Context: an optimization exercise on an open-source flow, tuned for small area and a short achievable clock period. The choices shown serve that exercise and are no tape-out recipe. At most, simulation tests tie the RTL to the original design; equivalence was not proved. Only the layout flow was run in run 4; the RTL was not checked for function there. Power and IR drop assume default switching activity.

==> design/flow/design.v <==
module pst_brain_core (
  input  logic       clk,
  input  logic       rst,
  input  logic [7:0] cur0,
  input  logic [7:0] cur1,
  input  logic [7:0] cur2,
  input  logic [7:0] cur3,
  output logic [7:0] phase0,
  output logic [7:0] phase1,
  output logic [7:0] phase2,
  output logic [7:0] phase3,
  output logic [2:0] winner,
  output logic [7:0] winner_score,
  output logic [7:0] winner_rel,
  output logic [7:0] w_ab,
  output logic [7:0] w_ac,
  output logic [7:0] w_ad,
  output logic [7:0] w_bc,
  output logic [7:0] w_bd,
  output logic [7:0] w_cd,
  output logic [7:0] seq_slot_A,
  output logic [7:0] seq_slot_B,
  output logic       seq_force_valid,
  output logic [7:0] seq_force_pred,
  output logic [7:0] pred_out,
  output logic [7:0] pred_err,
  output logic       reward_out,
  output logic [2:0] gamma_cnt,
  output logic [2:0] theta_cnt,
  output logic       theta_tick,
  output logic       episode_last,
  output logic [2:0] ep_winner,
  output logic [3:0] ep_strength,
  output logic       ep_valid,
  output logic       exploit_mode,
  output logic       explore_mode,
  output logic [1:0] confidence_level,
  output logic       err_explore,
  output logic       delta_tick,
  output logic [2:0] topic_winner,
  output logic [2:0] topic_strength,
  output logic       topic_valid
);
  logic [7:0] r_cnt;
  logic [3:0] r_sp, r_jf;
  logic [7:0] r_v     [4];
  logic [7:0] r_phase [4];
  logic [6:0] r_w     [6];
  logic [2:0] r_winner;
  logic [7:0] r_win_score, r_win_rel, r_slot_a, r_slot_b, r_pred, r_pred_err;
  logic       r_reward, r_err_explore, r_dcnt;
  logic [1:0] r_rew_run, r_force_left, r_conf, r_err_run;
  logic [2:0] r_gamma_cnt, r_theta_cnt;
  logic [2:0] r_win_cnt [6];
  logic [2:0] r_ep_cnt  [6];
  logic       r_theta_tick, r_delta_tick, r_ep_valid, r_topic_valid;
  logic [2:0] r_ep_winner, r_topic_winner, r_topic_strength;
  logic [3:0] r_ep_strength;
  logic [2:0] r_vb, r_vm, r_ub, r_um;
  logic       r_explore, r_fv;
  logic [7:0] r_es  [6];
  logic [5:0] r_el;
  logic       r_elast, r_exploit;
  function automatic logic [8:0] addc8(input logic [7:0] a, input logic [7:0] b,
                                       input logic ci);
    logic       c;
    logic [7:0] s;
    c = ci;
    for (int i = 0; i < 8; i++) begin
      s[i] = a[i] ^ b[i] ^ c;
      c    = (a[i] & b[i]) | (c & (a[i] ^ b[i]));
    end
    addc8 = {c, s};
  endfunction
  function automatic logic [1:0] pair_a(input int p);
    case (p)
      0, 1, 2: pair_a = 2'd0;
      3, 4:    pair_a = 2'd1;
      default: pair_a = 2'd2;
    endcase
  endfunction
  function automatic logic [1:0] pair_b(input int p);
    case (p)
      0:       pair_b = 2'd1;
      1, 3:    pair_b = 2'd2;
      default: pair_b = 2'd3;
    endcase
  endfunction
  logic [7:0] w_cur [4];
  assign w_cur[0] = cur0;
  assign w_cur[1] = cur1;
  assign w_cur[2] = cur2;
  assign w_cur[3] = cur3;
  logic w_gamma_end, w_explore;
  assign w_gamma_end = &r_cnt;
  assign w_explore   = r_explore;
  logic [3:0] w_fire;
  logic [8:0] w_rem [4];
  logic [7:0] w_cnt_m1;
  always_comb begin
    w_cnt_m1 = r_cnt - 8'd1;
    for (int c = 0; c < 4; c++) begin
      w_rem[c]  = {1'b0, r_v[c]} - {1'b0, w_cur[c]};
      w_fire[c] = ~r_sp[c] & w_rem[c][8];
    end
  end
  logic [7:0] w_ph [4];
  always_comb
    for (int c = 0; c < 4; c++) w_ph[c] = !r_sp[c] ? 8'd255 : (r_jf[c] ? 8'd254 : r_v[c]);
  logic [5:0] w_wb [6];
  logic [8:0] q_wb;
  always_comb begin
    q_wb = '0;
    for (int p = 0; p < 6; p++) begin
      q_wb = addc8({3'b0, r_w[p][6:2]},
                   {5'b0, ~w_explore & r_ep_valid & (r_ep_winner == 3'(p)),
                    ~w_explore & r_topic_valid & (r_topic_winner == 3'(p)), 1'b0}, 1'b0);
      w_wb[p] = q_wb[5:0];
    end
  end
  logic [7:0] e_init [6];
  logic [5:0] e_dec;
  always_comb
    for (int p = 0; p < 6; p++) begin
      e_init[p] = 8'd127 + {2'b0, w_wb[p]};
      e_dec[p]  = r_sp[pair_a(p)] ^ r_sp[pair_b(p)];
    end
  logic [5:0] w_valid;
  logic [7:0] w_score [6];
  always_comb
    for (int p = 0; p < 6; p++) begin
      w_valid[p] = r_sp[pair_a(p)] & r_sp[pair_b(p)];
      w_score[p] = w_valid[p] ? r_es[p] : {2'b0, w_wb[p]};
    end
  logic       t01, t23, t45, gBA, gCA, gCB, wA, wB, wC;
  logic [7:0] s01, s23, s45;
  logic [5:0] w_win1h;
  logic [2:0] w_winner;
  logic [7:0] w_best;
  always_comb begin
    t01 = w_score[1] > w_score[0];
    t23 = w_score[3] > w_score[2];
    t45 = w_score[5] > w_score[4];
    s01 = t01 ? w_score[1] : w_score[0];
    s23 = t23 ? w_score[3] : w_score[2];
    s45 = t45 ? w_score[5] : w_score[4];
    gBA = s23 > s01;
    gCA = s45 > s01;
    gCB = s45 > s23;
    wA  = ~gBA & ~gCA;
    wB  = gBA & ~gCB;
    wC  = gCA & gCB;
    w_win1h  = {wC & t45, wC & ~t45, wB & t23, wB & ~t23, wA & t01, wA & ~t01};
    w_winner = {wC, wB, w_win1h[1] | w_win1h[3] | w_win1h[5]};
    w_best   = (wA ? s01 : 8'd0) | (wB ? s23 : 8'd0) | (wC ? s45 : 8'd0);
  end
  logic [5:0] w_win_wb;
  logic [6:0] w_win_rel7;
  logic [7:0] w_best_rel;
  logic [6:0] w_win_w;
  logic       w_win_coh, w_win_valid, w_win_rl;
  always_comb begin
    w_win_wb    = 6'd0;
    w_win_w     = 7'd0;
    w_win_coh   = 1'b0;
    w_win_valid = 1'b0;
    w_win_rl    = 1'b0;
    for (int p = 0; p < 6; p++) begin
      w_win_wb    = w_win_wb | (w_win1h[p] ? w_wb[p] : 6'd0);
      w_win_w     = w_win_w | (w_win1h[p] ? r_w[p] : 7'd0);
      w_win_valid = w_win_valid | (w_win1h[p] & w_valid[p]);
      w_win_rl    = w_win_rl | (w_win1h[p] & r_el[p]);
    end
    w_win_rel7 = w_best[6:0] - {1'b0, w_win_wb};
    w_best_rel = w_win_valid ? {w_win_rel7, w_win_rl} : 8'd0;
    w_win_coh  = w_win_valid & ({w_win_rel7, w_win_rl} >= 8'd235);
  end
  logic [7:0] w_pred, w_err;
  logic [8:0] q_e1, q_e2, q_e4, q_k4;
  logic       w_reward, w_hi_err;
  logic [1:0] w_rew_run, w_err_run;
  always_comb begin
    if (r_winner == 3'd0)      w_pred = r_slot_a;
    else if (r_winner == 3'd5) w_pred = r_slot_b;
    else                       w_pred = r_win_score;
    q_k4      = 9'd4 - {1'b0, w_pred};
    q_e1      = {1'b0, w_best} - {1'b0, w_pred};
    q_e2      = {1'b0, w_pred} - {1'b0, w_best};
    w_err     = q_e1[8] ? q_e2[7:0] : q_e1[7:0];
    q_e4      = {1'b0, w_best} + q_k4;
    w_reward  = (q_e4 <= 9'd8);
    w_hi_err  = (q_e4 > 9'd9) & (q_e4 != 9'h1FF);
    w_rew_run = !w_reward ? 2'd0 : ((r_rew_run == 2'd2) ? 2'd2 : r_rew_run + 2'd1);
    w_err_run = !w_hi_err ? 2'd0 : ((r_err_run == 2'd3) ? 2'd3 : r_err_run + 2'd1);
  end
  logic [6:0] w_inc;
  logic [6:0] w_w_next [6];
  always_comb begin
    w_inc = (w_win_w >= 7'd118) ? 7'd120 : w_win_w + 7'd2;
    for (int p = 0; p < 6; p++) begin
      if (w_win1h[p])  w_w_next[p] = w_win_coh ? w_inc : r_w[p];
      else if (r_dcnt) w_w_next[p] = (r_w[p] != 7'd0) ? r_w[p] - 7'd1 : 7'd0;
      else             w_w_next[p] = r_w[p];
    end
  end
  logic [2:0] v_b, v_m;
  logic [5:0] v_eq, v_take, w_ep1h;
  logic       v_hit, v_sel;
  logic [2:0] w_ep_win;
  logic [3:0] w_ep_str;
  always_comb begin
    v_b = r_vb;
    v_m = r_vm;
    for (int p = 0; p < 6; p++) begin
      v_eq[p]   = (r_win_cnt[p] == v_m);
      v_take[p] = v_eq[p] | ((r_win_cnt[p] + 3'd1 == v_m) & (3'(p) < v_b));
    end
    v_hit = |(w_win1h & v_eq);
    v_sel = |(w_win1h & v_take);
    for (int p = 0; p < 6; p++)
      w_ep1h[p] = v_sel ? w_win1h[p] : (v_b == 3'(p));
    w_ep_win = {w_ep1h[4] | w_ep1h[5], w_ep1h[2] | w_ep1h[3], w_ep1h[1] | w_ep1h[3] | w_ep1h[5]};
    w_ep_str = {1'b0, v_m} + {3'd0, v_hit};
  end
  logic [2:0] u_b, u_m;
  logic [5:0] u_eq, u_take;
  logic       u_hit, u_sel;
  logic [2:0] w_topic_win, w_topic_str;
  always_comb begin
    u_b = r_ub;
    u_m = r_um;
    for (int p = 0; p < 6; p++) begin
      u_eq[p]   = (r_ep_cnt[p] == u_m);
      u_take[p] = u_eq[p] | ((r_ep_cnt[p] + 3'd1 == u_m) & (3'(p) < u_b));
    end
    u_hit = |(w_ep1h & u_eq);
    u_sel = |(w_ep1h & u_take);
    w_topic_win = u_sel ? w_ep_win : u_b;
    w_topic_str = u_m + {2'd0, u_hit};
  end
  logic [1:0] w_force_next;
  always_comb begin
    if (w_rew_run == 2'd2)         w_force_next = 2'd2;
    else if (r_force_left != 2'd0) w_force_next = r_force_left - 2'd1;
    else                           w_force_next = 2'd0;
  end
  logic [1:0] w_conf_new, w_conf_next;
  logic       w_errx_next;
  always_comb begin
    w_conf_new = r_conf;
    if (w_ep_str >= 4'd7)      w_conf_new = (r_conf == 2'd3) ? 2'd3 : r_conf + 2'd1;
    else if (w_ep_str <= 4'd5) w_conf_new = (r_conf == 2'd0) ? 2'd0 : r_conf - 2'd1;
    w_conf_next = (r_gamma_cnt == 3'd7) ? w_conf_new : r_conf;
    if (w_reward)                  w_errx_next = 1'b0;
    else if (w_err_run == 2'd3)    w_errx_next = 1'b1;
    else                           w_errx_next = r_err_explore;
  end
  always_ff @(posedge clk)
    for (int p = 0; p < 6; p++) begin
      if (r_cnt == 8'd0) begin
        r_es[p] <= e_init[p];
        r_el[p] <= 1'b1;
      end else if (e_dec[p]) begin
        if (!r_el[p]) r_es[p] <= r_es[p] - 8'd1;
        r_el[p] <= ~r_el[p];
      end
    end
  always_ff @(posedge clk or posedge rst) begin
    if (rst) begin
      r_cnt <= '0;
      r_sp  <= '0;
      r_jf  <= '0;
      r_vb <= '0; r_vm <= '0; r_ub <= '0; r_um <= '0;
      r_explore <= 1'b0;
      r_fv <= 1'b0;
      r_elast <= 1'b0; r_exploit <= 1'b0;
      for (int c = 0; c < 4; c++) begin
        r_v[c] <= 8'd199; r_phase[c] <= 8'd255;
      end
      for (int p = 0; p < 6; p++) begin
        r_w[p] <= 7'd64; r_win_cnt[p] <= '0; r_ep_cnt[p] <= '0;
      end
      r_winner <= '0; r_win_score <= '0; r_win_rel <= '0;
      r_slot_a <= 8'd0; r_slot_b <= 8'd213;
      r_pred <= '0; r_pred_err <= '0; r_reward <= 1'b0;
      r_rew_run <= '0; r_force_left <= '0; r_err_run <= '0; r_err_explore <= 1'b0;
      r_dcnt <= 1'b0; r_gamma_cnt <= '0; r_theta_cnt <= '0; r_conf <= 2'd2;
      r_theta_tick <= 1'b0; r_delta_tick <= 1'b0; r_ep_valid <= 1'b0; r_topic_valid <= 1'b0;
      r_ep_winner <= '0; r_ep_strength <= '0; r_topic_winner <= '0; r_topic_strength <= '0;
    end else begin
      r_cnt        <= r_cnt + 8'd1;
      r_theta_tick <= 1'b0;
      r_delta_tick <= 1'b0;
      for (int c = 0; c < 4; c++) begin
        if (w_gamma_end) begin
          r_sp[c] <= 1'b0;
          r_jf[c] <= 1'b0;
          r_v[c]  <= 8'd199;
        end else begin
          r_sp[c] <= r_sp[c] | w_fire[c];
          r_jf[c] <= w_fire[c];
          if (r_jf[c])       r_v[c] <= w_cnt_m1;
          else if (!r_sp[c]) r_v[c] <= w_rem[c][7:0];
        end
      end
      if (w_gamma_end) begin
        for (int c = 0; c < 4; c++) r_phase[c] <= w_ph[c];
        for (int p = 0; p < 6; p++) r_w[p] <= w_w_next[p];
        r_winner    <= w_winner;
        r_win_score <= w_best;
        r_win_rel   <= w_best_rel;
        r_slot_a    <= w_score[0];
        r_slot_b    <= w_score[5];
        r_pred      <= w_pred;
        r_pred_err  <= w_err;
        r_reward    <= w_reward;
        r_rew_run   <= w_rew_run;
        r_force_left <= w_force_next;
        r_fv         <= (w_force_next != 2'd0);
        r_err_run <= w_err_run;
        r_err_explore <= w_errx_next;
        r_explore     <= ~w_conf_next[1] | w_errx_next;
        r_exploit     <= (w_conf_next == 2'd3);
        r_elast       <= (r_gamma_cnt == 3'd6);
        r_dcnt      <= ~r_dcnt;
        r_gamma_cnt <= r_gamma_cnt + 3'd1;
        if (r_gamma_cnt == 3'd7) begin
          for (int p = 0; p < 6; p++) r_win_cnt[p] <= '0;
          r_vb <= '0;
          r_vm <= '0;
          r_ep_winner   <= w_ep_win;
          r_ep_strength <= w_ep_str;
          r_ep_valid    <= 1'b1;
          r_conf        <= w_conf_new;
          r_theta_tick  <= 1'b1;
          if (r_theta_cnt == 3'd4) begin
            r_theta_cnt <= '0;
            for (int p = 0; p < 6; p++) r_ep_cnt[p] <= '0;
            r_ub <= '0;
            r_um <= '0;
            r_topic_winner   <= w_topic_win;
            r_topic_strength <= w_topic_str;
            r_topic_valid    <= 1'b1;
            r_delta_tick     <= 1'b1;
          end else begin
            r_theta_cnt <= r_theta_cnt + 3'd1;
            for (int p = 0; p < 6; p++)
              r_ep_cnt[p] <= r_ep_cnt[p] + {2'd0, w_ep1h[p]};
            r_ub <= w_topic_win;
            r_um <= w_topic_str;
          end
        end else begin
          for (int p = 0; p < 6; p++) r_win_cnt[p] <= r_win_cnt[p] + {2'd0, w_win1h[p]};
          r_vb <= w_ep_win;
          r_vm <= w_ep_str[2:0];
        end
      end
    end
  end
  assign phase0 = r_phase[0];
  assign phase1 = r_phase[1];
  assign phase2 = r_phase[2];
  assign phase3 = r_phase[3];
  assign winner = r_winner;
  assign winner_score = r_win_score;
  assign winner_rel   = r_win_rel;
  assign w_ab = {r_w[0], 1'b0};
  assign w_ac = {r_w[1], 1'b0};
  assign w_ad = {r_w[2], 1'b0};
  assign w_bc = {r_w[3], 1'b0};
  assign w_bd = {r_w[4], 1'b0};
  assign w_cd = {r_w[5], 1'b0};
  assign seq_slot_A      = r_slot_a;
  assign seq_slot_B      = r_slot_b;
  assign seq_force_valid = r_fv;
  assign seq_force_pred  = r_fv ? r_pred : 8'd0;
  assign pred_out        = r_pred;
  assign pred_err        = r_pred_err;
  assign reward_out      = r_reward;
  assign gamma_cnt       = r_gamma_cnt;
  assign theta_cnt       = r_theta_cnt;
  assign theta_tick      = r_theta_tick;
  assign episode_last    = r_elast;
  assign ep_winner       = r_ep_winner;
  assign ep_strength     = r_ep_strength;
  assign ep_valid        = r_ep_valid;
  assign exploit_mode    = r_exploit;
  assign explore_mode    = w_explore;
  assign confidence_level = r_conf;
  assign err_explore     = r_err_explore;
  assign delta_tick      = r_delta_tick;
  assign topic_winner    = r_topic_winner;
  assign topic_strength  = r_topic_strength;
  assign topic_valid     = r_topic_valid;
endmodule
==> design/flow/flow/run.sh <==
#!/bin/bash
set -euo pipefail
bash standard.sh BUFFER_PORTS_ARGS="-buffer_cell sky130_fd_sc_hd__buf_1" SETUP_SLACK_MARGIN=30.4 finish > standard.log 2>&1
==> design/flow/standard.sh <==
#!/bin/bash
# synth_recipe.tcl (not shown) runs the flow's synth.tcl, then flattens the netlist and writes it again
# the make line also repeats each setting of config.mk as NAME=value (left out here)
make -C /OpenROAD-flow-scripts/flow DESIGN_CONFIG=/design/flow/config.mk WORK_HOME=/design/flow/orfs CLKGATE_MAP_FILE= SYNTH_SCRIPT=/design/flow/synth_recipe.tcl "${@:-finish}"
==> design/flow/config.mk <==
export PLATFORM = sky130hd
export DESIGN_NAME = pst_brain_core
export DESIGN_NICKNAME = pst_brain_core
export VERILOG_FILES = /design/flow/design.v
export SDC_FILE = /design/flow/constraint.sdc
export NUM_CORES = 4
export LEC_CHECK = 0
export ABC_AREA = 1
export CAP_MARGIN = 20
export CORE_MARGIN = 2
export CORE_UTILIZATION = 60
export CTS_BUF_LIST = sky130_fd_sc_hd__clkbuf_8
export CTS_CLUSTER_DIAMETER = 60
export CTS_CLUSTER_SIZE = 16
export SLEW_MARGIN = 20
==> design/flow/constraint.sdc <==
create_clock -name core_clock -period 40.0 [get_ports {clk}]
set_input_delay 8.0000 -clock core_clock [delete_from_list [all_inputs] [get_ports {clk}]]
set_output_delay 8.0000 -clock core_clock [all_outputs]
set_load 0.01 [all_outputs]
==> results of run 1 <==
==> synthesized netlist by cell type (all sizes together), types with 7 or more instances <==
cell | number | area, um2
nand2 | 762 | 2980
inv | 376 | 1410
o21ai | 275 | 1380
nor2 | 257 | 1020
ha | 203 | 2540
dfrtp | 195 | 4880
nand3 | 147 | 768
a21oi | 92 | 517
xor2 | 82 | 718
xnor2 | 74 | 648
dfstp | 64 | 1680
clkbuf | 63 | 236
edfxtp | 48 | 1440
nor3 | 39 | 200
nand4 | 33 | 240
o22ai | 31 | 194
a31oi | 29 | 181
buf | 21 | 116
or2 | 20 | 125
fa | 18 | 360
o21bai | 15 | 113
a22o | 12 | 105
a32oi | 12 | 105
and3 | 9 | 56.3
a211oi | 8 | 60.1
mux2i | 7 | 70.1
nand3b | 7 | 52.6
o31ai | 7 | 52.6
==> power by group through the flow <==
| stage | clock network (mW) | logic, mW | registers, mW |
|---|---|---|---|
| after floorplan | 0 | 0.0133 | 0.329 |
| after global placement | 0 | 0.0175 | 0.329 |
| after detailed placement | 0 | 0.0179 | 0.329 |
| after CTS | 0.229 | 0.0180 | 0.323 |
| after global routing | 0.241 | 0.0208 | 0.323 |
| final | 0.225 | 0.0177 | 0.323 |
==> per-layer routing <==
metal / GRT usage / up-vias / routed length [um] / part of all wire
li1: - / 10100 / - / -
met1: 0.488 / 9953 / 30000 / 0.45
met2: 0.515 / 806 / 29000 / 0.44
met3: 0.0558 / 128 / 5520 / 0.083
met4: 0.0965 / 0 / 1910 / 0.029
met5: 0 / - / 0 / 0
==> final cells by class <==
cell class,instances,area (um2)
Tap cell,511,639
Fill cell,3398,12900
Timing Repair Buffer,210,850
Clock buffer,32,440
Clock inverter,25,246
Multi-Input combinational cell,2192,13000
Inverter,378,1430
Sequential cell,313,8120
==> path summary, 6_finish.rpt <==
path	slack, ns	start	to
min reg2reg	0.47	r_phase[2][2]	r_phase[2][2]
min	0.47	r_phase[2][2]	r_phase[2][2]
max in group asynchronous	30.78	rst	r_v[0][3]
max	30.48	r_w[5][6]	w_cd[7]
min in group asynchronous	7.65	rst	r_gamma_cnt[2]
max reg2reg	30.90	r_explore	r_w[4][5]
==> tightest hold or removal path, cell delays in order (launching register included) <==
cell and delay [ns]:
dfstp_2 0.38, nand2_1 0.05, nand2_1 0.04
==> registers in the layout (all words and copies together), names as in the netlist, 4 cells and up <==
register       flops
r_es              48
r_w               42
r_phase           32
r_v               32
r_ep_cnt          18
r_win_cnt         18
r_cnt              8
r_pred             8
r_pred_err         8
r_slot_a           8
r_slot_b           8
r_win_rel          8
r_win_score        8
r_el               6
r_ep_strength      4
r_jf               4
r_sp               4
==> cell families (layout without fill, tap and decap cells) <==
kind of cell | count (synthesis) | in the layout | synth area share
adders and majority gates | 221 | 221 | 0.127
and+or+nand+nor | 1280 | 1280 | 0.241
muxes | 7 | 7 | 0.00308
AOI/OAI and AO/OA | 522 | 522 | 0.135
xor gates and xnor gates | 156 | 156 | 0.0600
other | 1 | 6 | 0.000165
buffers and inverters | 462 | 645 | 0.0779
DFF | 313 | 313 | 0.356
==> placed cells by master (no fill, tap or decap), types with 8 or more instances in the layout <==
master | synthesis | layout
inv_1 | 354 | 357
dfstp_2 | 64 | 64
dfrtp_1 | 195 | 195
nor3_1 | 38 | 37
fa_1 | 18 | 18
a22o_1 | 12 | 12
a21oi_1 | 87 | 87
nand2_2 | 17 | 16
o21bai_1 | 15 | 15
a31oi_1 | 29 | 29
clkbuf_8 | 0 | 32
nor2_1 | 246 | 243
o21ai_1 | 15 | 20
nand4_1 | 29 | 29
and3_1 | 9 | 9
a211oi_1 | 8 | 8
nand2_1 | 737 | 737
ha_1 | 203 | 202
inv_2 | 21 | 20
or2_2 | 20 | 20
a32oi_1 | 12 | 11
edfxtp_1 | 48 | 48
buf_4 | 7 | 12
xor2_1 | 82 | 82
xnor2_1 | 74 | 74
o22ai_1 | 31 | 31
buf_1 | 10 | 197
o21ai_0 | 258 | 252
nand3_1 | 142 | 142
==> metrics by stage <==
step	cells	cell area, um2	util	hold WS (ns)
2_1_floorplan	2967	22800	-	0.449
3_3_place_gp	3601	23900	0.637	0.452
3_5_place_dp	3601	23900	0.637	0.453
4_1_cts	3658	24600	0.655	0.468
5_1_grt	3661	24700	0.658	0.483
6_report	3661	24700	0.658	0.465
==> timing repair <==
action / 4_1_cts / 5_1_grt
endpoints found under the setup margin: 0 / 52
gates resized for setup: 0 / 15
buffers inserted: 0 / 3
==> impl_metrics.toml, run 1 <==
[outcome]
status = "no timing/DRC/antenna violations"

[clock_tree]
cts_tree = "built"
clk_latency_ns = 0.67
path_clk_slew_ns = 0.09
htree_levels = 1
clock-root-buffer = "clkbuf_8"
numCtsBuffers = 31
cts_max_path_buffers = 3
hold_buffers = 0
cts_sinks = 313

[sta]
setup_viol = 0
setup_tns_ns = 0
skew_ns = 0.0312
hold_viol_final = 0
post-route-worst-setup-slack_ns = 30.48
rsz0062_at_grt = "false"
min_period_ns = 9.52
min_period_over_period = 0.238
slew_viol_final = 0
relSlewSlack = 0.317
fmax_mhz = 105
worst_pin_slew_ns = 1.02

[pwr]
clock_power_share = 0.398
p_int_uw = 422
p_total_uw = 566
power_leakage_nw = 12.4
pwr-share-comb = 0.031
swShare = 0.254
pwr-share-seq = 0.570
p_per_area_nw_per_um2 = 22.9
power_switching_uw = 143
ir_drop_mv = 0.0279

[cells_and_area]
final_layout_size_suffix_gt1_frac = 0.0759
n_antenna_cell = 0
area_delta_synth_final_pct = 8.51
nNetsFinal = 3381

[worst_hold_path]
hold_path_depth = 2
hold_class = "register to register"

[place]
gp_congestion = 1.00
hpwlAfterDp_um = 51100
io_buffers = 197
place_ws_ns = 29.99

[worst_setup_path]
crit_type = "register to output port"
path_depth = 1
worstPathMaxFanout = 7
rr_worst_depth = 48
cp_slowest_stage_delay_ns = 0.67
critical_path_arrival_ns = 1.52
startpoint_type = "register"
cp.required_ns = 32.00
worstSetupEndpointType = "output port"
cpLargestDelayFamily = "flip-flops"
path_buf_inv = 1
critPathSlowestCell = "dfstp_2"
worstPathCellList = "buf_1"

[global_routing]
grt_first_pass_wirelength_um = 104000
grt-ovfl-total = 0
antenna_found_initial = 0
grt_usage = 0.336
grt_max_degree = 184
grt_pass1_vias = 19300

[detailed_routing]
drt-initial-drc-count = 1870
via_per_inst = 5.72
drt_pre_antenna_iters = 5
routed_wl_um = 66400
wl_per_cell_um = 18.1
vias = 21000
drc_errors = 0
antenna_left = 0

[synth]
syn_area_per_cell_um2 = 7.69
synthArstFlopShare = 0.827
synth.distinct_cells = 65
synth.ff_latch_count = 313
ys_warn_count = 14
ys.flop_type = "dfrtp_1"
synth_cells = 2962
synth_area_um2 = 22800
ys_seq_area_frac = 0.356
synth_edf_count = 48

[die]
die_w_um = 199
pin_count = 204
fp-row-count = 71
core-area_um2 = 37600
start_util = 0.606
dieArea_um2 = 39600
die_h_um = 199

[run]
maxCapViolCount = 0
==> inputs of run 2 (changes only) <==
--- a/design/flow/config.mk
+++ b/design/flow/config.mk
@@ -9,7 +9,7 @@
 export CAP_MARGIN = 20
 export CORE_MARGIN = 2
 export CORE_UTILIZATION = 60
-export CTS_BUF_LIST = sky130_fd_sc_hd__clkbuf_8
+export CTS_BUF_LIST = sky130_fd_sc_hd__clkbuf_8 sky130_fd_sc_hd__clkbuf_16
 export CTS_CLUSTER_DIAMETER = 60
 export CTS_CLUSTER_SIZE = 16
 export SLEW_MARGIN = 20
==> run 2 against run 1 <==
Against the previous run: critical path depth is the same; wire length rose by 0.52%; via count rose by 0.55%; highest routed layer unchanged; clock power is 33% higher; largest power group unchanged; largest cell class unchanged; first-iteration DRC count decreased by 2.9%; clock-buffer cell count grew 1; register-to-register slack gained 0.07 ns; combinational power is essentially flat.
==> impl_metrics.toml, run 2 <==
[outcome]
status = "no timing/DRC/antenna violations"

[die]
fp-row-count = 71
start_util = 0.606
core-area_um2 = 37600
die_w_um = 199
pin_count = 204
die_h_um = 199
dieArea_um2 = 39600

[sta]
setup_tns_ns = 0
min_period_ns = 9.45
relSlewSlack = 0.318
slew_viol_final = 0
fmax_mhz = 106
rsz0062_at_grt = "false"
hold_viol_final = 0
skew_ns = 0.0170
worst_pin_slew_ns = 1.01
setup_viol = 0
min_period_over_period = 0.236

[clock_tree]
cts_tree = "built"
hold_buffers = 0
path_clk_slew_ns = 0.07
cts_max_path_buffers = 3
clock-root-buffer = "clkbuf_16"
cts_sinks = 313
numCtsBuffers = 31
clk_latency_ns = 0.60
htree_levels = 1

[synth]
synth_area_um2 = 22800
ys_warn_count = 14
synth_top_area_share = 0.214
yosysTopAreaCell = "dfrtp_1"
synthArstFlopShare = 0.827
syn_area_per_cell_um2 = 7.69
synth.ff_latch_count = 313
ys_seq_area_frac = 0.356
synth.distinct_cells = 65
synth_common_cells = "nand2_1, inv_1, o21ai_0, nor2_1, ha_1"
synth_area_leaders = "dfrtp_1, nand2_1, ha_1, dfstp_2, edfxtp_1"
synth_cells = 2962
ys.flop_type = "dfrtp_1"
synth_most_common_cell = "nand2_1"
synth_edf_count = 48

[place]
gp_congestion = 1.00
place_area_um2 = 23900
io_buffers = 197
hpwlAfterDp_um = 51100

[detailed_routing]
drt_pre_antenna_iters = 6
wl_per_cell_um = 18.2
drt-initial-drc-count = 1815
routed_wl_um = 66700
drc_errors = 0
antenna_left = 0
vias = 21100
via_per_inst = 5.75

[global_routing]
antenna_found_initial = 0
grt_usage = 0.337
grt_max_degree = 184
grt_first_pass_wirelength_um = 105000
grt-ovfl-total = 0
grt_pass1_vias = 19400

[cells_and_area]
mostFrequentLayoutCell = "nand2_1"
reg_top3 = "r_es x48, r_w x42"
area_delta_synth_final_pct = 10.1
regMostFlops = "r_es"
final_layout_size_suffix_gt1_frac = 0.0762
final_cell_mix = "nand2_1, inv_1, o21ai_0"
nNetsFinal = 3382
design_area_um2 = 25100
largest_reg_flops = 48
n_antenna_cell = 0

[worst_setup_path]
crit_type = "register to output port"
cp.required_ns = 32.00
startpoint_type = "register"
path_buf_inv = 1
worstPathMaxFanout = 7
cp_slowest_stage_delay_ns = 0.67
critPathSlowestCell = "dfstp_2"
worstPathCellList = "buf_1"
cpLargestDelayFamily = "flip-flops"
critical_path_arrival_ns = 1.45
worstSetupEndpointType = "output port"

[pwr]
ir_drop_mv = 0.0314
p_per_area_nw_per_um2 = 25.5
power_leakage_nw = 12.6
p_total_uw = 641

[worst_hold_path]
hold_class = "register to register"

[run]
maxCapViolCount = 0
run 2: changes by cell type in the layout (fill, tap and decap cells not counted), sizes merged:
cell / change
bufinv: -1
clkbuf: +1
buf: +1
run 2: metal layers:
| layer | up-vias | track usage | share of wire |
|---|---|---|---|
| met5 | - | 0 | 0 |
| met4 | 0 | 0.0965 | 0.029 |
| met3 | 127 | 0.0517 | 0.090 |
| met2 | 866 | 0.521 | 0.44 |
| met1 | 9989 | 0.491 | 0.44 |
| li1 | 10100 | - | - |
run 2: power by group:
part | total, mW | switching (mW) | leakage [nW] | internal, mW
clock network | 0.300 | 0.142 | 0.527 | 0.158
registers | 0.323 | 0.0000792 | 3.93 | 0.323
logic | 0.0178 | 0.0120 | 8.14 | 0.00579
total | 0.641 | 0.154 | 12.6 | 0.487
run 2: kinds of logic after synthesis:
family	Yosys count	share of synthesized area
simple gates	1280	0.241
compound gates	522	0.135
buf+inv	462	0.0779
flops	313	0.356
fa+ha+maj	221	0.127
xor+xnor	156	0.0600
mux	7	0.00308
other cells	1	0.000165
run 2: worst reg2reg max path: cells and delay by family (launching register included):
| family | cells | cell delay, ns |
|---|---|---|
| AO/OA/AOI/OAI | 10 | 2.46 |
| adder cells (fa/ha/maj) | 7 | 2.04 |
| buffers and inverters | 12 | 1.24 |
| flip-flops | 1 | 0.46 |
| AND/OR/NAND/NOR | 19 | 2.79 |
run 2: area by class of cell:
class	instances	area [um2]
inverter	378	1430
timing repair buffer	211	861
clock buffer	33	815
tap	511	639
multi-input combinational	2192	13000
sequential	313	8120
clock inverter	24	216
fill	3338	12500
run 2: worst paths after layout:
check / start / end / slack [ns] / cells after the start
max reg2reg: r_explore / r_w[4][4] / 30.97 / 48
min in group asynchronous: rst / r_gamma_cnt[2] / 7.72 / 3
min reg2reg: r_phase[2][2] / r_phase[2][2] / 0.46 / 2
min: r_phase[2][2] / r_phase[2][2] / 0.46 / 2
max: r_w[5][6] / w_cd[7] / 30.55 / 1
max in group asynchronous: rst / r_v[0][3] / 31.04 / 4
run 2: repair_timing:
action,in CTS,in global routing
resized for setup,0,16
setup buffers,0,4
endpoints found under the setup margin,0,65
run 2: per-stage QoR:
stage / setup slack, ns / hold WS [ns] / utilization / std cells
after floorplan: 28.64 / 0.449 / - / 2967
after global placement: 30.03 / 0.452 / 0.637 / 3601
after detailed placement: 29.99 / 0.453 / 0.637 / 3601
after CTS: 30.55 / 0.464 / 0.665 / 3658
after global routing: 30.39 / 0.479 / 0.667 / 3662
final: 30.55 / 0.462 / 0.667 / 3662
==> inputs of run 3 (changes only) <==
==> design/flow/flow/run.sh (replaced) <==
#!/bin/bash
set -euo pipefail
bash standard.sh BUFFER_PORTS_ARGS="-buffer_cell sky130_fd_sc_hd__buf_1" SETUP_SLACK_MARGIN=30.5 finish > standard.log 2>&1
--- a/design/flow/config.mk
+++ b/design/flow/config.mk
@@ -9,7 +9,7 @@
 export CAP_MARGIN = 20
 export CORE_MARGIN = 2
 export CORE_UTILIZATION = 60
-export CTS_BUF_LIST = sky130_fd_sc_hd__clkbuf_8 sky130_fd_sc_hd__clkbuf_16
+export CTS_BUF_LIST = sky130_fd_sc_hd__clkbuf_8
 export CTS_CLUSTER_DIAMETER = 60
 export CTS_CLUSTER_SIZE = 16
 export SLEW_MARGIN = 20
==> run 3 against run 2 <==
Against the previous run: still clean on timing, DRC and antenna; register-to-register slack better by 0.19 ns; first-iteration DRC count is 1.8% lower; clock skew is 0.0084 ns higher; final cell count is 0.14% higher; sequential share of layout area is 0.31 points higher; largest power group unchanged.
==> impl_metrics.toml, run 3 <==
[pwr]
swShare = 0.249
p_total_uw = 568
pwr-share-seq = 0.568
ir_drop_mv = 0.0316
clock_power_share = 0.399
power_leakage_nw = 12.5
p_per_area_nw_per_um2 = 22.9
pwr-share-comb = 0.033
p_int_uw = 427
power_switching_uw = 142

[sta]
setup_tns_ns = 0
rsz0062_at_grt = "false"
hold_viol_final = 0
skew_ns = 0.0254
setup_viol = 0
min_period_over_period = 0.236
fmax_mhz = 106
relSlewSlack = 0.323
hold_slack_ns = 0.466
min_period_ns = 9.45
slew_viol_final = 0
worst_pin_slew_ns = 1.01
post-route-worst-setup-slack_ns = 30.55

[worst_setup_path]
cp.required_ns = 32.00
cpLargestDelayFamily = "flip-flops"
worstPathMaxFanout = 5
startpoint_type = "register"
critical_path_arrival_ns = 1.45
cp_slowest_stage_delay_ns = 0.63
regToRegEndpoint = "r_w[3][2]"
crit_type = "register to output port"
worstPathCellList = "buf_1"
worstSetupEndpointType = "output port"
reg2reg_from = "r_explore"
rr_worst_depth = 46
critPathSlowestCell = "dfstp_2"
r2r_slack_ns = 31.16
path_buf_inv = 1

[cells_and_area]
design_area_um2 = 24900
regMostFlops = "r_es"
area_delta_synth_final_pct = 9.07
final_layout_size_suffix_gt1_frac = 0.0843
reg_top3 = "r_es x48, r_w x42"
n_antenna_cell = 0
final_cell_mix = "nand2_1, inv_1, nor2_1"
nNetsFinal = 3387
finish.utilization = 0.661
mostFrequentLayoutCell = "nand2_1"
largest_reg_flops = 48
instances_no_fill = 3667

[synth]
synth_common_cells = "nand2_1, inv_1, o21ai_0, nor2_1, ha_1"
synth_top_area_share = 0.214
yosysTopAreaCell = "dfrtp_1"
synthArstFlopShare = 0.827
synth_area_leaders = "dfrtp_1, nand2_1, ha_1, dfstp_2, edfxtp_1"
synth_cells = 2962
synth.distinct_cells = 65
synth-xor-area-share = 0.0600
synth_area_um2 = 22800
synthAdderAreaFrac = 0.127
synth_most_common_cell = "nand2_1"
synth_top_family_by_area = "simple AND/OR/NAND/NOR gates"
ys_seq_area_frac = 0.356
ys_warn_count = 14
syn_area_per_cell_um2 = 7.69
synth.area.mux_share = 0.00307
ys.flop_type = "dfrtp_1"
synth_edf_count = 48
synth.ff_latch_count = 313
synth_compound_area_frac = 0.135
synth_simple_gate_area_frac = 0.241

[worst_hold_path]
hold_class = "register to register"
min_to = "r_phase[2][2]"
min_from = "r_phase[2][2]"
hold_path_depth = 2

[detailed_routing]
antenna_left = 0
drc_errors = 0
routed_wl_um = 66300
wl_per_cell_um = 18.1
vias = 21000
drt_pre_antenna_iters = 6
via_per_inst = 5.71
drt-initial-drc-count = 1782

[outcome]
status = "no timing/DRC/antenna violations"

[place]
place_area_um2 = 24000
place_ws_ns = 30.18
io_buffers = 197
post-place-cells = 3604
hpwlAfterDp_um = 50900
gp_congestion = 0.964

[clock_tree]
cts_max_path_buffers = 3
cts_sinks = 313
cts_tree = "built"
numCtsBuffers = 31
clk_latency_ns = 0.66
path_clk_slew_ns = 0.10
htree_levels = 1
clock-root-buffer = "clkbuf_8"
hold_buffers = 0

[die]
core-area_um2 = 37600
die_h_um = 199
pin_count = 204
die_w_um = 199
fp-row-count = 71
start_util = 0.606
dieArea_um2 = 39600

[global_routing]
grt_usage = 0.336
grt-ovfl-total = 0
grt_pass1_vias = 19600
antenna_found_initial = 1
grt_first_pass_wirelength_um = 105000
grt_max_degree = 160

[run]
maxCapViolCount = 0
-- run 3: cell counts after synthesis --
No cell type changed its count.
-- run 3: how the worst max path moves through the flow --
stage / from / to / slack (ns) / cells past startpoint
2_1_floorplan: rst / r_cnt[0] / 28.64 / 1
3_3_place_gp: cur1[1] / r_v[1][7] / 30.25 / 15
3_5_place_dp: cur1[1] / r_v[1][7] / 30.18 / 15
4_1_cts: r_w[2][6] / w_ad[7] / 30.51 / 1
5_1_grt: r_explore / r_err_explore / 30.48 / 49
6_report: r_w[2][6] / w_ad[7] / 30.55 / 1
-- run 3: routing by layer --
layer  global-route usage  routed length [um]  vias to the layer above
li1                     -                   -                    10100
met4                0.112                2080                        2
met5                    0                  18                        -
met1                0.482               29100                     9918
met3               0.0544                5820                      137
met2                0.519               29200                      812
-- run 3: logic make-up (layout without fill, tap and decap cells) --
group                      count (synthesis)  after routing
and+or+nand+nor                         1280           1280
AOI/OAI and AO/OA                        522            522
buffers and inverters                    462            651
DFF                                      313            313
adders and majority gates                221            221
xor gates and xnor gates                 156            156
muxes                                      7              7
other                                      1              6
-- run 3: power by group through the flow --
| stage | Combinational [mW] | Clock [mW] | Sequential, mW |
|---|---|---|---|
| CTS | 0.0190 | 0.231 | 0.323 |
| global placement | 0.0183 | 0 | 0.329 |
| floorplan | 0.0140 | 0 | 0.329 |
| detailed placement | 0.0188 | 0 | 0.329 |
| finish | 0.0188 | 0.227 | 0.323 |
| global route | 0.0217 | 0.245 | 0.323 |
-- run 3: cell type report --
class | instances | area (um2)
clock buffers | 31 | 427
multi-input cells | 2192 | 13100
well taps | 511 | 639
flip-flops and latches | 313 | 8130
clock inverters | 26 | 269
inverters | 378 | 1440
fillers | 3351 | 12700
repair buffers | 216 | 896
-- run 3: timing repair --
action | 4_1_cts | 5_1_grt
pin swaps | 0 | 2
gates resized for setup | 3 | 32
buffers inserted | 1 | 5
setup endpoints to repair | 4 | 55
==> inputs of run 4 (changes only) <==
--- a/design/flow/design.v
+++ b/design/flow/design.v
@@ -58,6 +58,7 @@
   logic [3:0] r_ep_strength;
   logic [2:0] r_vb, r_vm, r_ub, r_um;
   logic       r_explore, r_fv;
+  logic [5:0] r_e1h, r_t1h;
   logic [7:0] r_es  [6];
   logic [5:0] r_el;
   logic       r_elast, r_exploit;
@@ -113,8 +114,7 @@
     q_wb = '0;
     for (int p = 0; p < 6; p++) begin
       q_wb = addc8({3'b0, r_w[p][6:2]},
-                   {5'b0, ~w_explore & r_ep_valid & (r_ep_winner == 3'(p)),
-                    ~w_explore & r_topic_valid & (r_topic_winner == 3'(p)), 1'b0}, 1'b0);
+                   {5'b0, ~w_explore & r_e1h[p], ~w_explore & r_t1h[p], 1'b0}, 1'b0);
       w_wb[p] = q_wb[5:0];
     end
   end
@@ -176,20 +176,18 @@
     w_win_coh  = w_win_valid & ({w_win_rel7, w_win_rl} >= 8'd235);
   end
   logic [7:0] w_pred, w_err;
-  logic [8:0] q_e1, q_e2, q_e4, q_k4;
+  logic [8:0] q_e1, q_e2;
   logic       w_reward, w_hi_err;
   logic [1:0] w_rew_run, w_err_run;
   always_comb begin
     if (r_winner == 3'd0)      w_pred = r_slot_a;
     else if (r_winner == 3'd5) w_pred = r_slot_b;
     else                       w_pred = r_win_score;
-    q_k4      = 9'd4 - {1'b0, w_pred};
     q_e1      = {1'b0, w_best} - {1'b0, w_pred};
     q_e2      = {1'b0, w_pred} - {1'b0, w_best};
     w_err     = q_e1[8] ? q_e2[7:0] : q_e1[7:0];
-    q_e4      = {1'b0, w_best} + q_k4;
-    w_reward  = (q_e4 <= 9'd8);
-    w_hi_err  = (q_e4 > 9'd9) & (q_e4 != 9'h1FF);
+    w_reward  = (w_err < 8'd5);
+    w_hi_err  = (w_err > 8'd5);
     w_rew_run = !w_reward ? 2'd0 : ((r_rew_run == 2'd2) ? 2'd2 : r_rew_run + 2'd1);
     w_err_run = !w_hi_err ? 2'd0 : ((r_err_run == 2'd3) ? 2'd3 : r_err_run + 2'd1);
   end
@@ -226,6 +224,7 @@
   logic [5:0] u_eq, u_take;
   logic       u_hit, u_sel;
   logic [2:0] w_topic_win, w_topic_str;
+  logic [5:0] u_b1h;
   always_comb begin
     u_b = r_ub;
     u_m = r_um;
@@ -236,6 +235,7 @@
     u_hit = |(w_ep1h & u_eq);
     u_sel = |(w_ep1h & u_take);
     w_topic_win = u_sel ? w_ep_win : u_b;
+    for (int p = 0; p < 6; p++) u_b1h[p] = (u_b == 3'(p));
     w_topic_str = u_m + {2'd0, u_hit};
   end
   logic [1:0] w_force_next;
@@ -273,6 +273,7 @@
       r_vb <= '0; r_vm <= '0; r_ub <= '0; r_um <= '0;
       r_explore <= 1'b0;
       r_fv <= 1'b0;
+      r_e1h <= '0; r_t1h <= '0;
       r_elast <= 1'b0; r_exploit <= 1'b0;
       for (int c = 0; c < 4; c++) begin
         r_v[c] <= 8'd199; r_phase[c] <= 8'd255;
@@ -329,6 +330,7 @@
           r_vb <= '0;
           r_vm <= '0;
           r_ep_winner   <= w_ep_win;
+          r_e1h         <= w_ep1h;
           r_ep_strength <= w_ep_str;
           r_ep_valid    <= 1'b1;
           r_conf        <= w_conf_new;
@@ -339,6 +341,7 @@
             r_ub <= '0;
             r_um <= '0;
             r_topic_winner   <= w_topic_win;
+            r_t1h            <= u_sel ? w_ep1h : u_b1h;
             r_topic_strength <= w_topic_str;
             r_topic_valid    <= 1'b1;
             r_delta_tick     <= 1'b1;
==> design/flow/flow/run.sh (replaced) <==
#!/bin/bash
set -euo pipefail
bash standard.sh BUFFER_PORTS_ARGS="-buffer_cell sky130_fd_sc_hd__buf_1" finish > standard.log 2>&1
==> run 4 against run 3 <==
Against the previous run: still clean on timing, DRC and antenna; sequential share of layout area up 0.81 points; global-route usage shrank 0.053 points; total power grew 6.3%; sequential power up 4%; clock skew about the same; final cell count grew 2.5%; largest power group unchanged; highest routed layer unchanged.
==> impl_metrics.toml, run 4 <==
[cells_and_area]
regMostFlops = "r_es"
n_antenna_cell = 0
mostFrequentLayoutCell = "nand2_1"
nNetsFinal = 3458
final_cell_mix = "nand2_1, inv_1, nor2_1"
final_layout_size_suffix_gt1_frac = 0.0753
instances_no_fill = 3760
largest_reg_flops = 48
nFillCells = 3503
area_delta_synth_final_pct = 8.10
reg_top3 = "r_es x48, r_w x42"

[worst_setup_path]
cpLargestDelayFamily = "flip-flops"
rr_worst_depth = 43
reg2reg_from = "r_explore"
r2r_slack_ns = 30.45
path_depth = 1
startpoint_type = "register"
crit_type = "register to output port"
cp.required_ns = 32.00
worstPathMaxFanout = 14
critical_path_arrival_ns = 1.62
crit_end = "explore_mode"
path_buf_inv = 1
cp_slowest_stage_delay_ns = 0.73
critPathSlowestCell = "dfrtp_1"
crit_start = "r_explore"
worstSetupEndpointType = "output port"
worstPathCellList = "buf_1"
regToRegEndpoint = "r_err_explore"

[sta]
hold_viol_final = 0
min_period_ns = 9.62
rsz0062_at_grt = "false"
fmax_mhz = 104
relSlewSlack = 0.221
skew_ns = 0.0254
worst_pin_slew_ns = 1.14
setup_tns_ns = 0
min_period_over_period = 0.240
slew_viol_final = 0
setup_viol = 0

[global_routing]
grt-ovfl-total = 0
grt_usage = 0.336
grt_max_degree = 140
grt_first_pass_wirelength_um = 109000
antenna_found_initial = 1
grt_pass1_vias = 20500

[clock_tree]
cts_resized = 0
hold_buffers = 0
path_clk_slew_ns = 0.10
cts_sinks = 325
htree_levels = 2
cts_max_path_buffers = 3
clock-root-buffer = "clkbuf_8"
numCtsBuffers = 35
clk_latency_ns = 0.61
cts_setup_buffers = 0
cts_tree = "built"

[detailed_routing]
routed_wl_um = 68200
antenna_left = 0
via_per_inst = 5.73
drt_pre_antenna_iters = 5
wl_per_cell_um = 18.1
vias = 21500
drc_errors = 0
drt-initial-drc-count = 1787

[die]
dieArea_um2 = 40300
fp-row-count = 72
pin_count = 204
die_w_um = 201
die_h_um = 201
start_util = 0.605
core-area_um2 = 38500

[place]
gp_congestion = 0.962
post-place-cells = 3698
io_buffers = 197
hpwlAfterDp_um = 51300

[worst_hold_path]
hold_class = "register to register"

[synth]
synth_cells = 3057
syn_area_per_cell_um2 = 7.61
synth_area_leaders = "dfrtp_1, nand2_1, ha_1, dfstp_2, inv_1"
ys.flop_type = "dfrtp_1"
yosysTopAreaCell = "dfrtp_1"
synth_area_um2 = 23300
synth.ff_latch_count = 325
synth_common_cells = "nand2_1, inv_1, nor2_1, o21ai_0, dfrtp_1"
synth_edf_count = 48
synth.distinct_cells = 67
synth_top_area_share = 0.223
ys_seq_area_frac = 0.362
ys_warn_count = 14
synth_most_common_cell = "nand2_1"
synthArstFlopShare = 0.834

[pwr]
ir_drop_mv = 0.0321
p_per_area_nw_per_um2 = 24.0
power_leakage_nw = 12.9

[run]
maxCapViolCount = 0

[outcome]
status = "no timing/DRC/antenna violations"
## run 4: cell count changes after synthesis, sizes merged, moves of 15 or more
cell   previous run  this run
nor2            257       315
a21oi            92       121
xnor2            74        52
inv             376       397
o22ai            31        16
## run 4: through the flow
| stage | utilization | instance area, um2 | setup slack (ns) | hold WS (ns) | power [mW] |
|---|---|---|---|---|---|
| 5_1_grt | 0.653 | 25100 | 29.81 | 0.491 | 0.625 |
| 3_5_place_dp | 0.633 | 24400 | 29.96 | 0.453 | 0.359 |
| 6_report | 0.653 | 25100 | 30.38 | 0.467 | 0.604 |
| 2_1_floorplan | - | 23300 | 24.64 | 0.446 | 0.354 |
| 3_3_place_gp | 0.633 | 24400 | 30.01 | 0.452 | 0.359 |
| 4_1_cts | 0.653 | 25100 | 30.34 | 0.469 | 0.609 |
## run 4: worst min path at each step
stage | start | endpoint | cells after the start
after floorplan | r_force_left[0] | r_force_left[0] | 1
after global placement | r_phase[1][2] | r_phase[1][2] | 2
after detailed placement | r_ep_valid | r_ep_valid | 1
after CTS | r_phase[3][2] | r_phase[3][2] | 2
after global routing | r_phase[3][3] | r_phase[3][3] | 2
final | r_phase[3][2] | r_phase[3][2] | 2
## run 4: where the power goes
group | internal (mW) | total (mW) | switching [mW]
combinational | 0.00549 | 0.0179 | 0.0124
sequential | 0.335 | 0.335 | 0.0000991
clock | 0.115 | 0.251 | 0.137
## run 4: cell families after synthesis
family,count (synthesis),synth area share
flip-flops,325,0.362
other,1,0.000161
AND/OR/NAND/NOR,1346,0.250
multiplexers,9,0.00387
AO/OA/AOI/OAI,537,0.133
buffers and inverters,492,0.0827
adder cells (fa/ha/maj),207,0.116
XOR/XNOR,140,0.0527
## run 4: area by class of cell
cell class              count  area (um2)  area share
flip-flops and latches    325        8420       0.335
multi-input cells        2245       12900       0.515
clock buffers              39         537      0.0214
repair buffers            210         837      0.0333
inverters                 400        1510      0.0602
well taps                 518         648      0.0258
clock inverters            23         235     0.00936
## run 4: tightest hold or removal path, delay by kind of cell (launching register included)
family	cells	cell delay, ns
flops	1	0.38
simple gates	2	0.09
## run 4: layer usage
metal,global-route usage,up-vias,share of wire
li1,-,10300,-
met2,0.533,876,0.46
met1,0.474,10200,0.44
met4,0.112,2,0.032
met3,0.0490,159,0.073
met5,0,-,0.00013
==> inputs of run 5 (changes only) <==
--- a/design/flow/design.v
+++ b/design/flow/design.v
@@ -58,7 +58,6 @@
   logic [3:0] r_ep_strength;
   logic [2:0] r_vb, r_vm, r_ub, r_um;
   logic       r_explore, r_fv;
-  logic [5:0] r_e1h, r_t1h;
   logic [7:0] r_es  [6];
   logic [5:0] r_el;
   logic       r_elast, r_exploit;
@@ -114,7 +113,8 @@
     q_wb = '0;
     for (int p = 0; p < 6; p++) begin
       q_wb = addc8({3'b0, r_w[p][6:2]},
-                   {5'b0, ~w_explore & r_e1h[p], ~w_explore & r_t1h[p], 1'b0}, 1'b0);
+                   {5'b0, ~w_explore & r_ep_valid & (r_ep_winner == 3'(p)),
+                    ~w_explore & r_topic_valid & (r_topic_winner == 3'(p)), 1'b0}, 1'b0);
       w_wb[p] = q_wb[5:0];
     end
   end
@@ -176,18 +176,20 @@
     w_win_coh  = w_win_valid & ({w_win_rel7, w_win_rl} >= 8'd235);
   end
   logic [7:0] w_pred, w_err;
-  logic [8:0] q_e1, q_e2;
+  logic [8:0] q_e1, q_e2, q_e4, q_k4;
   logic       w_reward, w_hi_err;
   logic [1:0] w_rew_run, w_err_run;
   always_comb begin
     if (r_winner == 3'd0)      w_pred = r_slot_a;
     else if (r_winner == 3'd5) w_pred = r_slot_b;
     else                       w_pred = r_win_score;
+    q_k4      = 9'd4 - {1'b0, w_pred};
     q_e1      = {1'b0, w_best} - {1'b0, w_pred};
     q_e2      = {1'b0, w_pred} - {1'b0, w_best};
     w_err     = q_e1[8] ? q_e2[7:0] : q_e1[7:0];
-    w_reward  = (w_err < 8'd5);
-    w_hi_err  = (w_err > 8'd5);
+    q_e4      = {1'b0, w_best} + q_k4;
+    w_reward  = (q_e4 <= 9'd8);
+    w_hi_err  = (q_e4 > 9'd9) & (q_e4 != 9'h1FF);
     w_rew_run = !w_reward ? 2'd0 : ((r_rew_run == 2'd2) ? 2'd2 : r_rew_run + 2'd1);
     w_err_run = !w_hi_err ? 2'd0 : ((r_err_run == 2'd3) ? 2'd3 : r_err_run + 2'd1);
   end
@@ -224,7 +226,6 @@
   logic [5:0] u_eq, u_take;
   logic       u_hit, u_sel;
   logic [2:0] w_topic_win, w_topic_str;
-  logic [5:0] u_b1h;
   always_comb begin
     u_b = r_ub;
     u_m = r_um;
@@ -235,7 +236,6 @@
     u_hit = |(w_ep1h & u_eq);
     u_sel = |(w_ep1h & u_take);
     w_topic_win = u_sel ? w_ep_win : u_b;
-    for (int p = 0; p < 6; p++) u_b1h[p] = (u_b == 3'(p));
     w_topic_str = u_m + {2'd0, u_hit};
   end
   logic [1:0] w_force_next;
@@ -273,7 +273,6 @@
       r_vb <= '0; r_vm <= '0; r_ub <= '0; r_um <= '0;
       r_explore <= 1'b0;
       r_fv <= 1'b0;
-      r_e1h <= '0; r_t1h <= '0;
       r_elast <= 1'b0; r_exploit <= 1'b0;
       for (int c = 0; c < 4; c++) begin
         r_v[c] <= 8'd199; r_phase[c] <= 8'd255;
@@ -330,7 +329,6 @@
           r_vb <= '0;
           r_vm <= '0;
           r_ep_winner   <= w_ep_win;
-          r_e1h         <= w_ep1h;
           r_ep_strength <= w_ep_str;
           r_ep_valid    <= 1'b1;
           r_conf        <= w_conf_new;
@@ -341,7 +339,6 @@
             r_ub <= '0;
             r_um <= '0;
             r_topic_winner   <= w_topic_win;
-            r_t1h            <= u_sel ? w_ep1h : u_b1h;
             r_topic_strength <= w_topic_str;
             r_topic_valid    <= 1'b1;
             r_delta_tick     <= 1'b1;
==> design/flow/flow/run.sh (replaced) <==
#!/bin/bash
# The standard layout with these changes:
# - synthesis maps the logic with the ABC script flow/abc_area.script (an area-recovering
#   mapping) in place of ORFS's abc_area.script; the scripts folder is otherwise ORFS's own,
#   copied unchanged, and synthesis still runs through synth_recipe.tcl;
# - the ports are buffered with buf_1 instead of the delay buffer buffer_ports picks;
# - the timing repair steps aim for a setup slack margin of 30.4 ns, so that they size up the
#   slowest paths.
# The clock constraint (constraint.sdc) is unchanged. Each tool's output is in orfs/logs; make's
# own output goes to standard.log.
set -euo pipefail
here=$(pwd)
rm -rf "$here/scripts_abc"
cp -r "$FLOW_HOME/scripts" "$here/scripts_abc"
cp "$here/flow/abc_area.script" "$here/scripts_abc/abc_area.script"
bash standard.sh SCRIPTS_DIR="$here/scripts_abc" BUFFER_PORTS_ARGS="-buffer_cell sky130_fd_sc_hd__buf_1" SETUP_SLACK_MARGIN=30.4 finish > standard.log 2>&1
==> design/flow/flow/abc_area.script (new file) <==
strash
dch
map -a
topo
stime -c
buffer -c
upsize -c
dnsize -c
==> run 5 against run 4 <==
Against the previous run: still clean on timing, DRC and antenna; setup slack better by 0.14 ns; hold slack improved by 0.024 ns; final cell count is 9.2% lower; global-route usage down 1.3 points; die area shrank 5.1%; cell area shrank 4.5%; sequential power down 4%; register-to-register slack gained 0.32 ns; via count decreased by 9.0%; critical path depth did not move; first-iteration DRC count decreased by 24%; synthesized cell count is 9.8% lower; largest cell class unchanged.
==> impl_metrics.toml, run 5 <==
[die]
core-area_um2 = 36400
fp-row-count = 70
die_w_um = 196
die_h_um = 196
dieArea_um2 = 38300
start_util = 0.605
pin_count = 204

[global_routing]
antenna_found_initial = 0
grt_max_degree = 119
grt-ovfl-total = 0
grt_first_pass_wirelength_um = 98600
grt_usage = 0.323
grt_pass1_vias = 18700

[place]
gp_congestion = 0.976
io_buffers = 197
hpwlAfterDp_um = 46400

[cells_and_area]
multi_input_area_um2 = 12300
seqCellArea_um2 = 8120
n_antenna_cell = 0
largest_reg_flops = 48
nFillCells = 3277
regMostFlops = "r_es"
area_delta_synth_final_pct = 8.94
mostFrequentLayoutCell = "nand2_1"
finish.utilization = 0.659
nNetsFinal = 3176
reg_top3 = "r_es x48, r_w x42"
final_layout_size_suffix_gt1_frac = 0.0730
final_cell_mix = "nand2_1, inv_1, nor2_1"

[worst_setup_path]
cpLargestDelayFamily = "flip-flops"
critPathSlowestCell = "dfstp_2"
cp.required_ns = 32.00
worstSetupEndpointType = "output port"
cp_slowest_stage_delay_ns = 0.64
worstPathCellList = "buf_1"
startpoint_type = "register"
crit_type = "register to output port"
path_buf_inv = 1
worstPathMaxFanout = 7
critical_path_arrival_ns = 1.48

[clock_tree]
clock-root-buffer = "clkbuf_8"
numCtsBuffers = 34
clk_latency_ns = 0.61
cts_max_path_buffers = 3
cts_tree = "built"
cts_sinks = 313
path_clk_slew_ns = 0.10
htree_levels = 2

[synth]
synth_cells = 2758
synth_common_cells = "nand2_1, inv_1, nor2_1, o21ai_0, ha_1"
synth_area_leaders = "dfrtp_1, ha_1, dfstp_2, nand2_1, edfxtp_1"
yosysTopAreaCell = "dfrtp_1"
syn_area_per_cell_um2 = 7.99
synth_most_common_cell = "nand2_1"
ys_warn_count = 14
synth_top_area_share = 0.221
synth.ff_latch_count = 313
synthArstFlopShare = 0.827
ys.flop_type = "dfrtp_1"
synth.distinct_cells = 63
synth_edf_count = 48
ys_seq_area_frac = 0.368
synth_area_um2 = 22000

[sta]
min_period_over_period = 0.237
hold_viol_final = 0
worst_pin_slew_ns = 1.05
min_period_ns = 9.48
relSlewSlack = 0.284
rsz0062_at_grt = "false"
skew_ns = 0.0314
setup_viol = 0
fmax_mhz = 105
slew_viol_final = 0
setup_tns_ns = 0

[detailed_routing]
wl_per_cell_um = 18.1
drc_errors = 0
drt-initial-drc-count = 1367
routed_wl_um = 61800
drt_pre_antenna_iters = 6
vias = 19600
antenna_left = 0
via_per_inst = 5.74

[worst_hold_path]
hold_class = "register to register"

[pwr]
ir_drop_mv = 0.0280
p_per_area_nw_per_um2 = 23.9
power_leakage_nw = 11.4

[run]
maxCapViolCount = 0

[outcome]
status = "no timing/DRC/antenna violations"
-- run 5: kinds of logic after synthesis --
| family | count (synthesis) | share of synthesized area |
|---|---|---|
| buf+inv | 470 | 0.0818 |
| other cells | 1 | 0.000170 |
| fa+ha+maj | 221 | 0.132 |
| xor+xnor | 160 | 0.0636 |
| flops | 313 | 0.368 |
| mux | 16 | 0.00726 |
| simple gates | 903 | 0.171 |
| compound gates | 674 | 0.176 |
-- run 5: what timing repair did --
| action | CTS | global route |
|---|---|---|
| hold buffers | 0 | 0 |
| gates resized for setup | 9 | 25 |
| setup endpoints to repair | 202 | 124 |
| pin swaps | 0 | 2 |
| setup buffers | 0 | 4 |
| gates cloned | 1 | 0 |
-- run 5: where the power goes --
group	internal [mW]	switching (mW)
clock	0.0972	0.133
combinational	0.00674	0.0134
sequential	0.323	0.000275
-- run 5: worst paths after layout --
kind                                    start             to  slack [ns]  cells after the start
worst max-delay path                r_w[5][6]        w_cd[7]       30.52                      1
worst min-delay path            r_phase[2][1]  r_phase[2][1]        0.49                      2
worst max register to register      r_explore      r_w[5][4]       30.77                     38
worst min register to register  r_phase[2][1]  r_phase[2][1]        0.49                      2
max in group asynchronous                 rst      r_w[1][6]       30.68                      5
min in group asynchronous                 rst      r_pred[5]        7.54                      2
-- run 5: layout make-up --
| class | count | area share |
|---|---|---|
| clock inverter | 25 | 0.00912 |
| tap | 468 | 0.0244 |
| timing repair buffer | 214 | 0.0380 |
| sequential | 313 | 0.338 |
| timing repair inverter | 1 | 0.000208 |
| inverter | 377 | 0.0593 |
| multi-input combinational | 1980 | 0.510 |
| clock buffer | 36 | 0.0206 |
-- run 5: worst min-delay path: stages (launching register included) --
cell and delay (ns):
dfstp_2 0.38, nand2_1 0.05, o21ai_0 0.07
-- run 5: routing by layer --
layer	GRT usage	wire, um
met5	0	0
met4	0.111	2030
met3	0.0383	3410
met2	0.542	29500
met1	0.436	26800
-- run 5: through the flow --
stage	area (um2)	std cells	setup WS (ns)	total power, mW	hold WS [ns]
2_1_floorplan	22100	2763	28.64	0.344	0.449
3_3_place_gp	23100	3348	28.42	0.348	0.464
3_5_place_dp	23100	3348	28.36	0.349	0.473
4_1_cts	23900	3410	30.41	0.580	0.496
5_1_grt	24000	3414	30.38	0.596	0.506
6_report	24000	3414	30.52	0.574	0.491
==> inputs of run 6 (changes only) <==
==> design/flow/flow/abc_area.script (replaced) <==
&get -n
&st
&dch -f
&nf -R 1000
&put
topo
stime -c
buffer -c
upsize -c
dnsize -c
==> run 6 against run 5 <==
Against the previous run: register-to-register slack hardly changed; via count is 7.2% lower; total power is 3.0% higher; non-clock buffer count is 5 higher; first-iteration DRC count is 1.2% higher; final cell count is 11% lower; critical endpoint is now w_cd[3]; largest cell class unchanged.
==> impl_metrics.toml, run 6 <==
[cells_and_area]
area_delta_synth_final_pct = 9.06
mostFrequentLayoutCell = "nor2_1"
final_layout_size_suffix_gt1_frac = 0.0855
n_antenna_cell = 0
final_cell_mix = "nor2_1, nand2_1, a21oi_1"
regMostFlops = "r_es"
nNetsFinal = 2793
reg_top3 = "r_es x48, r_w x42"
largest_reg_flops = 48

[sta]
setup_viol = 0
min_period_over_period = 0.238
fmax_mhz = 105
setup_tns_ns = 0
min_period_ns = 9.50
post-route-worst-setup-slack_ns = 30.50
hold_viol_final = 0
relSlewSlack = 0.253
worst_pin_slew_ns = 1.12
rsz0062_at_grt = "false"
skew_ns = 0.0414
slew_viol_final = 0

[global_routing]
grt_max_degree = 76
grt-ovfl-total = 0
grt_pass1_vias = 17600
grt_first_pass_wirelength_um = 96100
antenna_found_initial = 0
grt_usage = 0.318

[pwr]
pwr-share-seq = 0.545
pwr-share-comb = 0.031
swShare = 0.250
p_per_area_nw_per_um2 = 25.1
ir_drop_mv = 0.0477
power_switching_uw = 148
power_leakage_nw = 11.4
clock_power_share = 0.424
p_int_uw = 443

[synth]
synth.distinct_cells = 84
yosysTopAreaCell = "dfrtp_1"
syn_area_per_cell_um2 = 9.01
synth_common_cells = "nor2_1, nand2_1, a21oi_1, ha_1, dfrtp_1"
ys_warn_count = 14
synth_top_area_share = 0.226
synth.ff_latch_count = 313
synth_cells = 2399
synth_area_um2 = 21600
ys_seq_area_frac = 0.376
ys.flop_type = "dfrtp_1"
synth_edf_count = 48
synth_area_leaders = "dfrtp_1, ha_1, dfstp_2, edfxtp_1, a21oi_1"
synthArstFlopShare = 0.827
synth_most_common_cell = "nor2_1"

[run]
maxCapViolCount = 0

[detailed_routing]
antenna_left = 0
wl_met3_um = 4290
wl_met1_um = 25800
wl_met2_um = 28100
vias = 18200
drt-initial-drc-count = 1384
drt_pre_antenna_iters = 6
wl_per_cell_um = 19.8
routed.top_layer = "met4"
drc_errors = 0
routed_wl_um = 60000
via_per_inst = 6.01

[die]
die_h_um = 194
pin_count = 204
core-area_um2 = 35600
die_w_um = 194
fp-row-count = 69
start_util = 0.608
dieArea_um2 = 37600

[worst_setup_path]
startpoint_type = "register"
crit_type = "register to output port"
cp.required_ns = 32.00
cpLargestDelayFamily = "flip-flops"
critical_path_arrival_ns = 1.50
worstSetupEndpointType = "output port"
worstPathMaxFanout = 9
worstPathCellList = "buf_1"
critPathSlowestCell = "dfrtp_1"
path_buf_inv = 1
cp_slowest_stage_delay_ns = 0.70

[clock_tree]
path_clk_slew_ns = 0.09
numCtsBuffers = 35
clk_latency_ns = 0.61
clock-root-buffer = "clkbuf_8"
htree_levels = 2
cts_max_path_buffers = 3
cts_sinks = 313
cts_tree = "built"
cts_setup_buffers = 0

[place]
hpwlAfterDp_um = 44500
gp_congestion = 0.952
io_buffers = 197
place_ws_ns = 29.27

[outcome]
status = "no timing/DRC/antenna violations"

[worst_hold_path]
hold_class = "register to register"
run 6: cell types whose count changed in the layout (fill, tap and decap cells not counted), sizes merged, moves of 24 or more:
cell	before	now
a222oi	0	24
a22oi	51	12
inv	378	168
mux2i	16	56
nand2	413	247
nor2	304	254
nor3	68	36
o21ai	296	172
xnor2	44	101
run 6: metal layers:
metal / up-vias / track usage
met5: - / 0
met4: 0 / 0.117
met3: 101 / 0.0473
met2: 623 / 0.519
met1: 8756 / 0.433
li1: 8701 / -
run 6: power groups by stage:
stage,sequential [mW],clock (mW),combinational (mW)
6_report,0.322,0.250,0.0184
5_1_grt,0.322,0.266,0.0215
4_1_cts,0.322,0.255,0.0185
3_5_place_dp,0.329,0,0.0183
3_3_place_gp,0.329,0,0.0180
2_1_floorplan,0.329,0,0.0138
run 6: kinds of logic after synthesis:
logic type | share of synthesized area
XOR/XNOR | 0.0814
multiplexers | 0.0359
other | 0.000173
buffers and inverters | 0.0519
AND/OR/NAND/NOR | 0.141
AO/OA/AOI/OAI | 0.180
flip-flops | 0.376
adder cells (fa/ha/maj) | 0.134
run 6: timing repair:
item                       in CTS  in global routing
resized for setup               6                 20
setup endpoints to repair      95                 48
hold buffers                    0                  0
run 6: path summary, 6_finish.rpt:
check / slack (ns) / to / from / cells past startpoint
worst max-delay path: 30.50 / w_cd[3] / r_w[5][2] / 1
worst min-delay path: 0.46 / r_phase[3][4] / r_phase[3][4] / 2
worst max register to register: 30.77 / r_w[5][4] / r_explore / 35
worst min register to register: 0.46 / r_phase[3][4] / r_phase[3][4] / 2
min in group asynchronous: 7.35 / r_cnt[5] / rst / 2
max in group asynchronous: 30.80 / r_win_cnt[2][2] / rst / 5
run 6: through the flow:
stage | cell area [um2] | instances | hold WS (ns) | total power [mW] | utilization
after floorplan | 21700 | 2404 | 0.443 | 0.342 | -
after global placement | 22700 | 2960 | 0.446 | 0.346 | 0.637
after detailed placement | 22700 | 2961 | 0.448 | 0.347 | 0.637
after CTS | 23500 | 3022 | 0.463 | 0.595 | 0.660
after global routing | 23600 | 3023 | 0.475 | 0.610 | 0.663
final | 23600 | 3023 | 0.459 | 0.591 | 0.663
run 6: final cells by class:
class | count | area (um2)
flip-flops and latches | 313 | 8120
clock buffers | 35 | 482
inverters | 160 | 607
well taps | 461 | 577
multi-input cells | 1809 | 12600
repair buffers | 219 | 922
clock inverters | 26 | 304
fillers | 3035 | 12000

## what the ideal ports hide
The results above use ideal ports. As a check the final layouts listed here were re-extracted and re-timed, cells and wires unchanged. Step 1: set_driving_cell puts a clkbuf_16 on clk and a buf_2 on each other input, an assumption about the parent block. Step 2 times the ports against the registers' clock, not the clock port: input delays grow and output delays shrink by t, the midpoint of the rising clock arrivals with the driver on. Slacks: ideal ports / drivers / drivers and shift; pairs: ideal ports / drivers.
| run | t (ns) | setup WS [ns] | latest minus earliest clock arrival (ns) | worst slew at a driven data input, ns | cell pins on the clock port's net |
|---|---|---|---|---|---|
| run 1 | 0.702 | 30.485 / 30.434 / 30.046 | 0.031 / 0.032 | 0.06 | 1 |
| run 2 | 0.647 | 30.551 / 30.494 / 30.035 | 0.018 / 0.018 | 0.05 | 1 |
| run 3 | 0.702 | 30.546 / 30.494 / 30.161 | 0.025 / 0.025 | 0.04 | 1 |
| run 4 | 0.653 | 30.381 / 30.327 / 29.966 | 0.025 / 0.026 | 0.05 | 1 |
| run 5 | 0.651 | 30.516 / 30.463 / 30.064 | 0.032 / 0.031 | 0.04 | 1 |
| run 6 | 0.641 | 30.496 / 30.445 / 30.083 | 0.041 / 0.042 | 0.04 | 1 |
After both steps every run listed still meets setup and hold. For run 2, which loses most, drivers alone change the setup slack by -0.057 ns; drivers and shift together by -0.516 ns. Setup slack includes reset recovery checks.
